Context: an optimization exercise on an open-source flow, tuned for small area and a short achievable clock period. The choices shown serve that exercise and are no tape-out recipe. Where RTL was checked, it was by simulation tests only, not by an equivalence proof against the original. Power is estimated from default activity; no workload was simulated.

==> module rs_entry, before the edit <==
module rs_entry (
  input  logic                 clk,
  input  logic                 rst,
  input  logic                 we,
  input  rs_pkg::rs_payload_t  wr_payload,
  input  logic                 wr_rdy_a,
  input  logic                 wr_rdy_b,
  input  logic                 wr_specbit,
  input  logic                 grant,
  output logic                 ready,
  output logic                 busy,
  output logic                 busy_nx,     
  output rs_pkg::rs_payload_t  payload,
  output logic                 specbit_o,
  input  logic                 wk_valid,    
  input  logic                 wk_fast,     
  input  logic [TAG_W-1:0]     wk_tag,
  input  logic [DLY_W-1:0]     wk_load,     
  input  logic                 br_valid,
  input  logic                 br_success,
  input  logic [SPECTAG_W-1:0] br_tag
);
  localparam logic [DLY_W-1:0] WAIT = '1;
  rs_pkg::rs_payload_t pl;
  logic             specbit;
  logic [DLY_W-1:0] cnt [2];
  logic [TAG_W-1:0] src_tag [2];
  logic [TAG_W-1:0] new_tag [2];
  logic [1:0]       new_rdy;
  logic [1:0]       eq;
  logic [1:0]       new_hit;
  logic [1:0]       src_rdy;
  logic             br_match;
  logic             kill;
  logic             disp_br_match;
  logic             disp_kill;
  always_comb
  begin
    src_tag[0] = pl.src_a;
    src_tag[1] = pl.src_b;
    new_tag[0] = wr_payload.src_a;
    new_tag[1] = wr_payload.src_b;
    new_rdy    = {wr_rdy_b, wr_rdy_a};
    for (int s = 0; s < 2; s++)
    begin
      eq[s]      = (wk_tag == src_tag[s]);
      new_hit[s] = wk_valid && (wk_tag == new_tag[s]);
      src_rdy[s] = (cnt[s] == WAIT) ? (wk_fast && eq[s]) : (cnt[s] == '0);
    end
  end
  assign br_match      = br_valid && (br_tag == pl.spectag);
  assign kill          = br_match && !br_success && specbit;
  assign disp_br_match = br_valid && (br_tag == wr_payload.spectag);
  assign disp_kill     = disp_br_match && !br_success && wr_specbit;
  assign busy_nx = we ? !disp_kill : (busy && !kill);
  always_ff @(posedge clk)
  begin
    if (!rst)
      busy <= 1'b0;
    else
      busy <= busy_nx && !grant;
  end
  always_ff @(posedge clk)
  begin
    if (!busy)
    begin
      pl      <= wr_payload;
      specbit <= wr_specbit && !disp_br_match;
      for (int s = 0; s < 2; s++)
        cnt[s] <= new_rdy[s] ? '0 : new_hit[s] ? wk_load : WAIT;
    end
    else
    begin
      if (br_match && br_success)
        specbit <= 1'b0;
      for (int s = 0; s < 2; s++)
      begin
        if (cnt[s] == WAIT)
        begin
          if (wk_valid && eq[s])
            cnt[s] <= wk_load;
        end
        else if (cnt[s] != '0)
          cnt[s] <= cnt[s] - 1'b1;
      end
    end
  end
  assign ready     = busy && src_rdy[0] && src_rdy[1];
  assign payload   = pl;
  assign specbit_o = specbit;
endmodule
==> flow/config.mk <==
export PLATFORM = sky130hd
export DESIGN_NAME = rs_alu
export DESIGN_NICKNAME = rs_alu
export VERILOG_FILES = /design/flow/design.v
export SDC_FILE = /design/flow/constraint.sdc
export NUM_CORES = 4
export LEC_CHECK = 0
export CAP_MARGIN = 20
export CORE_MARGIN = 2
export CORE_UTILIZATION = 60
export CTS_BUF_LIST = sky130_fd_sc_hd__clkbuf_16
export CTS_CLUSTER_DIAMETER = 100
export CTS_CLUSTER_SIZE = 20
export SETUP_SLACK_MARGIN = 5.0
export SLEW_MARGIN = 20
export TNS_END_PERCENT = 0
==> flow/constraint.sdc <==
create_clock -name core_clock -period 7.5 [get_ports {clk}]
set_input_delay 1.5000 -clock core_clock [delete_from_list [all_inputs] [get_ports {clk}]]
set_output_delay 1.5000 -clock core_clock [all_outputs]
set_load 0.01 [all_outputs]
standard.sh (not shown) runs the stock make flow with config.mk's settings and CLKGATE_MAP_FILE= SYNTH_SCRIPT=/design/flow/synth_recipe.tcl, a recipe that flattens the netlist after the stock synthesis.
==> flow/flow/run.sh <==
#!/bin/bash
# Standard layout, with plain buffers on the ports and sizing not tied to cell footprints.
set -euo pipefail
bash standard.sh BUFFER_PORTS_ARGS="-buffer_cell sky130_fd_sc_hd__buf_2" MATCH_CELL_FOOTPRINT=0 finish > flow_make.log 2>&1
The starting point ran to the end with no violations.
==> next run, changes <==
--- a/flow/design.v
+++ b/flow/design.v
@@ -80,20 +80,22 @@
   input  logic [TAG_W-1:0]     wk_tag,
   input  logic [DLY_W-1:0]     wk_load,     
   input  logic                 br_valid,
   input  logic                 br_success,
   input  logic [SPECTAG_W-1:0] br_tag
 );
-  localparam logic [DLY_W-1:0] WAIT = '1;
   rs_pkg::rs_payload_t pl;
   logic             specbit;
-  logic [DLY_W-1:0] cnt [2];
+  logic [1:0]       wt;              
+  logic [DLY_W-1:0] ecnt;
+  logic [DLY_W-1:0] ecnt_dec;
   logic [TAG_W-1:0] src_tag [2];
   logic [TAG_W-1:0] new_tag [2];
   logic [1:0]       new_rdy;
   logic [1:0]       eq;
+  logic [1:0]       hit;
   logic [1:0]       new_hit;
   logic [1:0]       src_rdy;
   logic             br_match;
   logic             kill;
   logic             disp_br_match;
   logic             disp_kill;
@@ -104,16 +106,18 @@
     new_tag[0] = wr_payload.src_a;
     new_tag[1] = wr_payload.src_b;
     new_rdy    = {wr_rdy_b, wr_rdy_a};
     for (int s = 0; s < 2; s++)
     begin
       eq[s]      = (wk_tag == src_tag[s]);
+      hit[s]     = wt[s] && wk_valid && eq[s];
       new_hit[s] = wk_valid && (wk_tag == new_tag[s]);
-      src_rdy[s] = (cnt[s] == WAIT) ? (wk_fast && eq[s]) : (cnt[s] == '0);
+      src_rdy[s] = !wt[s] || (wk_fast && eq[s]);
     end
   end
+  assign ecnt_dec = (ecnt == '0) ? '0 : ecnt - 1'b1;
   assign br_match      = br_valid && (br_tag == pl.spectag);
   assign kill          = br_match && !br_success && specbit;
   assign disp_br_match = br_valid && (br_tag == wr_payload.spectag);
   assign disp_kill     = disp_br_match && !br_success && wr_specbit;
   assign busy_nx = we ? !disp_kill : (busy && !kill);
   always_ff @(posedge clk)
@@ -126,32 +130,27 @@
   always_ff @(posedge clk)
   begin
     if (!busy)
     begin
       pl      <= wr_payload;
       specbit <= wr_specbit && !disp_br_match;
-      for (int s = 0; s < 2; s++)
-        cnt[s] <= new_rdy[s] ? '0 : new_hit[s] ? wk_load : WAIT;
+      wt      <= ~new_rdy & ~new_hit;
+      ecnt    <= |(~new_rdy & new_hit) ? wk_load : '0;
     end
     else
     begin
       if (br_match && br_success)
         specbit <= 1'b0;
-      for (int s = 0; s < 2; s++)
-      begin
-        if (cnt[s] == WAIT)
-        begin
-          if (wk_valid && eq[s])
-            cnt[s] <= wk_load;
-        end
-        else if (cnt[s] != '0)
-          cnt[s] <= cnt[s] - 1'b1;
-      end
+      wt <= wt & ~hit;
+      if (|hit && wk_load > ecnt_dec)
+        ecnt <= wk_load;
+      else
+        ecnt <= ecnt_dec;
     end
   end
-  assign ready     = busy && src_rdy[0] && src_rdy[1];
+  assign ready     = busy && (ecnt == '0) && src_rdy[0] && src_rdy[1];
   assign payload   = pl;
   assign specbit_o = specbit;
 endmodule
 `timescale 1ns/1ps
 import rs_pkg::*;
 module rs_issue_select (
Area after synthesis falls by 4.8%.
First-iteration DRC count decreases by 5.4%.
Combinational power rises by 20%.
Utilization climbs by 0.98 points.
Global-route usage went up by 1.0 points.
Wire length went down by 3.0%.
Cell area came out lower by 3.4%.
Die area shrinks by 4.7%.
Total power came out lower by 1.4%.
Sequential power goes down by about 2%.
Hold slack improved by 0.026 ns.
The RTL of the first run of this note was laid out without a check of its function.

---

rs_alu, a different RTL version from the one above (not shown whole).
Size in the first run: about 680 flip-flops, about 150 I/O pins, about 29,000 sq um of cells after synthesis.
==> module rs_alu, before the edit <==
module rs_alu (
  input  logic                 clk,
  input  logic                 rst,
  input  logic                 disp_valid,
  input  logic [TAG_W-1:0]     disp_src_a,
  input  logic [TAG_W-1:0]     disp_src_b,
  input  logic [TAG_W-1:0]     disp_dest,
  input  logic                 disp_rdy_a,
  input  logic                 disp_rdy_b,
  input  logic [DATA_W-1:0]    disp_imm,
  input  logic                 disp_dest_valid,
  input  logic [OP_W-1:0]      disp_alu_op,
  input  logic [SPECTAG_W-1:0] disp_spectag,
  input  logic                 disp_specbit,
  input  logic [AGE_W-1:0]     disp_age,
  input  logic [DLY_W-1:0]     disp_delay,
  input  logic                 br_valid,
  input  logic                 br_success,
  input  logic [SPECTAG_W-1:0] br_tag,
  output logic                 full,
  output logic                 issue_valid,
  output logic [TAG_W-1:0]     issue_src_a,
  output logic [TAG_W-1:0]     issue_src_b,
  output logic [TAG_W-1:0]     issue_dest,
  output logic [DATA_W-1:0]    issue_imm,
  output logic                 issue_dest_valid,
  output logic [OP_W-1:0]      issue_alu_op,
  output logic [SPECTAG_W-1:0] issue_spectag,
  output logic                 issue_specbit
);
  rs_pkg::rs_payload_t       disp_payload;
  logic [N_ENT*PL_W-1:0]     payloads;
  logic [N_ENT-1:0]          we;
  logic [N_ENT-1:0]          ready;
  logic [N_ENT-1:0]          busy;
  logic [N_ENT-1:0]          busy_nx;
  logic [N_ENT-1:0]          specbits;
  logic [N_ENT-1:0]          grant;
  logic                      any;
  logic [N_ENT*AGE_W-1:0]    ages;
  logic [TAG_W-1:0]          iss_dest;
  logic                      iss_dv;
  logic [DLY_W-1:0]          iss_dly;
  logic                      wk_valid;    
  logic                      wk_fast;     
  logic [DLY_W-1:0]          wk_load;
  always_comb
  begin
    disp_payload.src_a      = disp_src_a;
    disp_payload.src_b      = disp_src_b;
    disp_payload.imm        = disp_imm;
    disp_payload.dest       = disp_dest;
    disp_payload.dest_valid = disp_dest_valid;
    disp_payload.alu_op     = rs_pkg::alu_op_e'(disp_alu_op);
    disp_payload.spectag    = disp_spectag;
    disp_payload.age        = disp_age;
    disp_payload.delay      = disp_delay;
  end
  rs_alloc u_alloc (
    .disp_valid (disp_valid),
    .busy       (busy),
    .we         (we)
  );
  assign wk_load  = (iss_dly == '0) ? '0 : iss_dly - 1'b1;
  genvar g;
  generate
    for (g = 0; g < N_ENT; g++)
    begin : g_ent
      rs_entry u_ent (
        .clk        (clk),
        .rst        (rst),
        .we         (we[g]),
        .wr_payload (disp_payload),
        .wr_rdy_a   (disp_rdy_a),
        .wr_rdy_b   (disp_rdy_b),
        .wr_specbit (disp_specbit),
        .grant      (grant[g]),
        .ready      (ready[g]),
        .busy       (busy[g]),
        .busy_nx    (busy_nx[g]),
        .payload    (payloads[g*PL_W +: PL_W]),
        .specbit_o  (specbits[g]),
        .wk_valid   (wk_valid),
        .wk_tag     (iss_dest),
        .wk_fast    (wk_fast),
        .wk_load    (wk_load),
        .br_valid   (br_valid),
        .br_success (br_success),
        .br_tag     (br_tag)
      );
    end
  endgenerate
  always_comb
  begin
    for (int i = 0; i < N_ENT; i++)
    begin
      ages[i*AGE_W +: AGE_W] = payloads[i*PL_W+OFS_AGE +: AGE_W];
    end
  end
  rs_issue_select u_sel (
    .clk    (clk),
    .busy   (busy),
    .wr_age (disp_age),
    .ages   (ages),
    .ready  (ready),
    .grant  (grant),
    .any    (any)
  );
  always_ff @(posedge clk)
  begin
    if (!rst)
    begin
      issue_valid <= 1'b0;
      full        <= 1'b0;
    end
    else
    begin
      issue_valid <= any;
      full        <= !any && (&busy_nx);
    end
  end
  logic [N_ENT-1:0] iss_sel;       
  logic [N_ENT-1:0] iss_sel_imm;   
  logic [PL_W-1:0]  p;
  logic             sb;
  logic             gv;
  logic             gf;
  always_comb
  begin
    p  = '0;
    sb = 1'b0;
    gv = 1'b0;
    gf = 1'b0;
    for (int i = 0; i < N_ENT; i++)
    begin
      p  = p  | ({PL_W{grant[i]}} & payloads[i*PL_W +: PL_W]);
      sb = sb | (grant[i] & specbits[i]);
      gv = gv | (grant[i] & payloads[i*PL_W+OFS_DV]);
      gf = gf | (grant[i] & payloads[i*PL_W+OFS_DV] & (payloads[i*PL_W+OFS_DLY +: DLY_W] == '0));
    end
  end
  always_ff @(posedge clk)
  begin
    iss_sel       <= grant;
    issue_src_a   <= p[OFS_SRCA +: TAG_W];
    issue_src_b   <= p[OFS_SRCB +: TAG_W];
    iss_sel_imm   <= rst ? grant : '0;
    iss_dest      <= p[OFS_DEST +: TAG_W];
    iss_dv        <= p[OFS_DV];
    iss_dly       <= p[OFS_DLY +: DLY_W];
    issue_specbit <= sb;
    wk_valid      <= rst && gv;
    wk_fast       <= rst && gf;
  end
  always_comb
  begin
    issue_imm     = '0;
    issue_alu_op  = '0;
    issue_spectag = '0;
    for (int i = 0; i < N_ENT; i++)
    begin
      issue_imm     = issue_imm     | ({DATA_W{iss_sel_imm[i]}} & payloads[i*PL_W+OFS_IMM +: DATA_W]);
      issue_alu_op  = issue_alu_op  | ({OP_W{iss_sel[i]}}      & payloads[i*PL_W+OFS_OP +: OP_W]);
      issue_spectag = issue_spectag | ({SPECTAG_W{iss_sel[i]}} & payloads[i*PL_W+OFS_STAG +: SPECTAG_W]);
    end
  end
  assign issue_dest       = iss_dest;
  assign issue_dest_valid = iss_dv;
endmodule
Settings: LEC_CHECK=0, CAP_MARGIN=20, CORE_MARGIN=2, CORE_UTILIZATION=60, CTS_BUF_LIST=sky130_fd_sc_hd__clkbuf_16, CTS_CLUSTER_DIAMETER=100, CTS_CLUSTER_SIZE=20, SETUP_SLACK_MARGIN=5.0, SLEW_MARGIN=20, TNS_END_PERCENT=0; clock period 7.5 ns.
Scripts as last shown in full above: flow/flow/run.sh
The starting point finished clean.
==> next run, changes <==
--- a/flow/design.v
+++ b/flow/design.v
@@ -357,8 +357,6 @@
   always_ff @(posedge clk)
   begin
     iss_sel       <= grant;
-    issue_src_a   <= p[OFS_SRCA +: TAG_W];
-    issue_src_b   <= p[OFS_SRCB +: TAG_W];
     iss_sel_imm   <= rst ? grant : '0;
     iss_dest      <= p[OFS_DEST +: TAG_W];
     iss_dv        <= p[OFS_DV];
@@ -369,11 +367,15 @@
   end
   always_comb
   begin
+    issue_src_a   = '0;
+    issue_src_b   = '0;
     issue_imm     = '0;
     issue_alu_op  = '0;
     issue_spectag = '0;
     for (int i = 0; i < N_ENT; i++)
     begin
+      issue_src_a   = issue_src_a   | ({TAG_W{iss_sel[i]}}     & payloads[i*PL_W+OFS_SRCA +: TAG_W]);
+      issue_src_b   = issue_src_b   | ({TAG_W{iss_sel[i]}}     & payloads[i*PL_W+OFS_SRCB +: TAG_W]);
       issue_imm     = issue_imm     | ({DATA_W{iss_sel_imm[i]}} & payloads[i*PL_W+OFS_IMM +: DATA_W]);
       issue_alu_op  = issue_alu_op  | ({OP_W{iss_sel[i]}}      & payloads[i*PL_W+OFS_OP +: OP_W]);
       issue_spectag = issue_spectag | ({SPECTAG_W{iss_sel[i]}} & payloads[i*PL_W+OFS_STAG +: SPECTAG_W]);
After rerunning:
- The new run went through all stages and came out clean
- sequential share of layout area came out higher by 2.0 points
- combinational power rises by 22%
- power drops by about 1.1%
- global-route usage drops by 1.4 points
- wire length came out lower by 5.4%
- fmax is about the same
- via count is lower by 4.9%
- setup slack gains 0.0057 ns
Function not checked in the first run of this note: the RTL went through the layout flow alone.

## static timing again, ports no longer ideal
Ports are ideal in the flow. The routed layouts listed here were re-timed in OpenROAD. Step 1: set_driving_cell puts a clkbuf_16 on clk and a buf_2 on each other input, an assumption about the parent block. Step 2 moves the port delays by t, midway between the first and last clock arrival at a register: inputs arrive t later, outputs are due t later. That takes back most of the time a late clock gives input paths. a / b / c = ideal ports / drivers / drivers and shift; a / b = the first two.
run	t (ns)	setup slack, ns	hold slack, ns	latest minus earliest clock arrival (ns)	pins driven straight from the clock port
the first run of note 1	0.656	4.137 / 4.072 / 3.603	0.484 / 0.484 / 0.484	0.020 / 0.020	1
the second run of note 1	0.641	4.178 / 4.121 / 3.656	0.510 / 0.510 / 0.510	0.027 / 0.027	1
the first run of note 2	0.659	4.250 / 4.209 / 3.848	0.486 / 0.486 / 0.486	0.033 / 0.032	1
the second run of note 2	0.633	4.256 / 4.197 / 3.823	0.493 / 0.493 / 0.493	0.041 / 0.042	1
After both steps setup and hold are still met in every run listed. For the first run of note 1, which loses most, drivers alone change the setup slack by -0.065 ns; drivers and shift together by -0.534 ns.
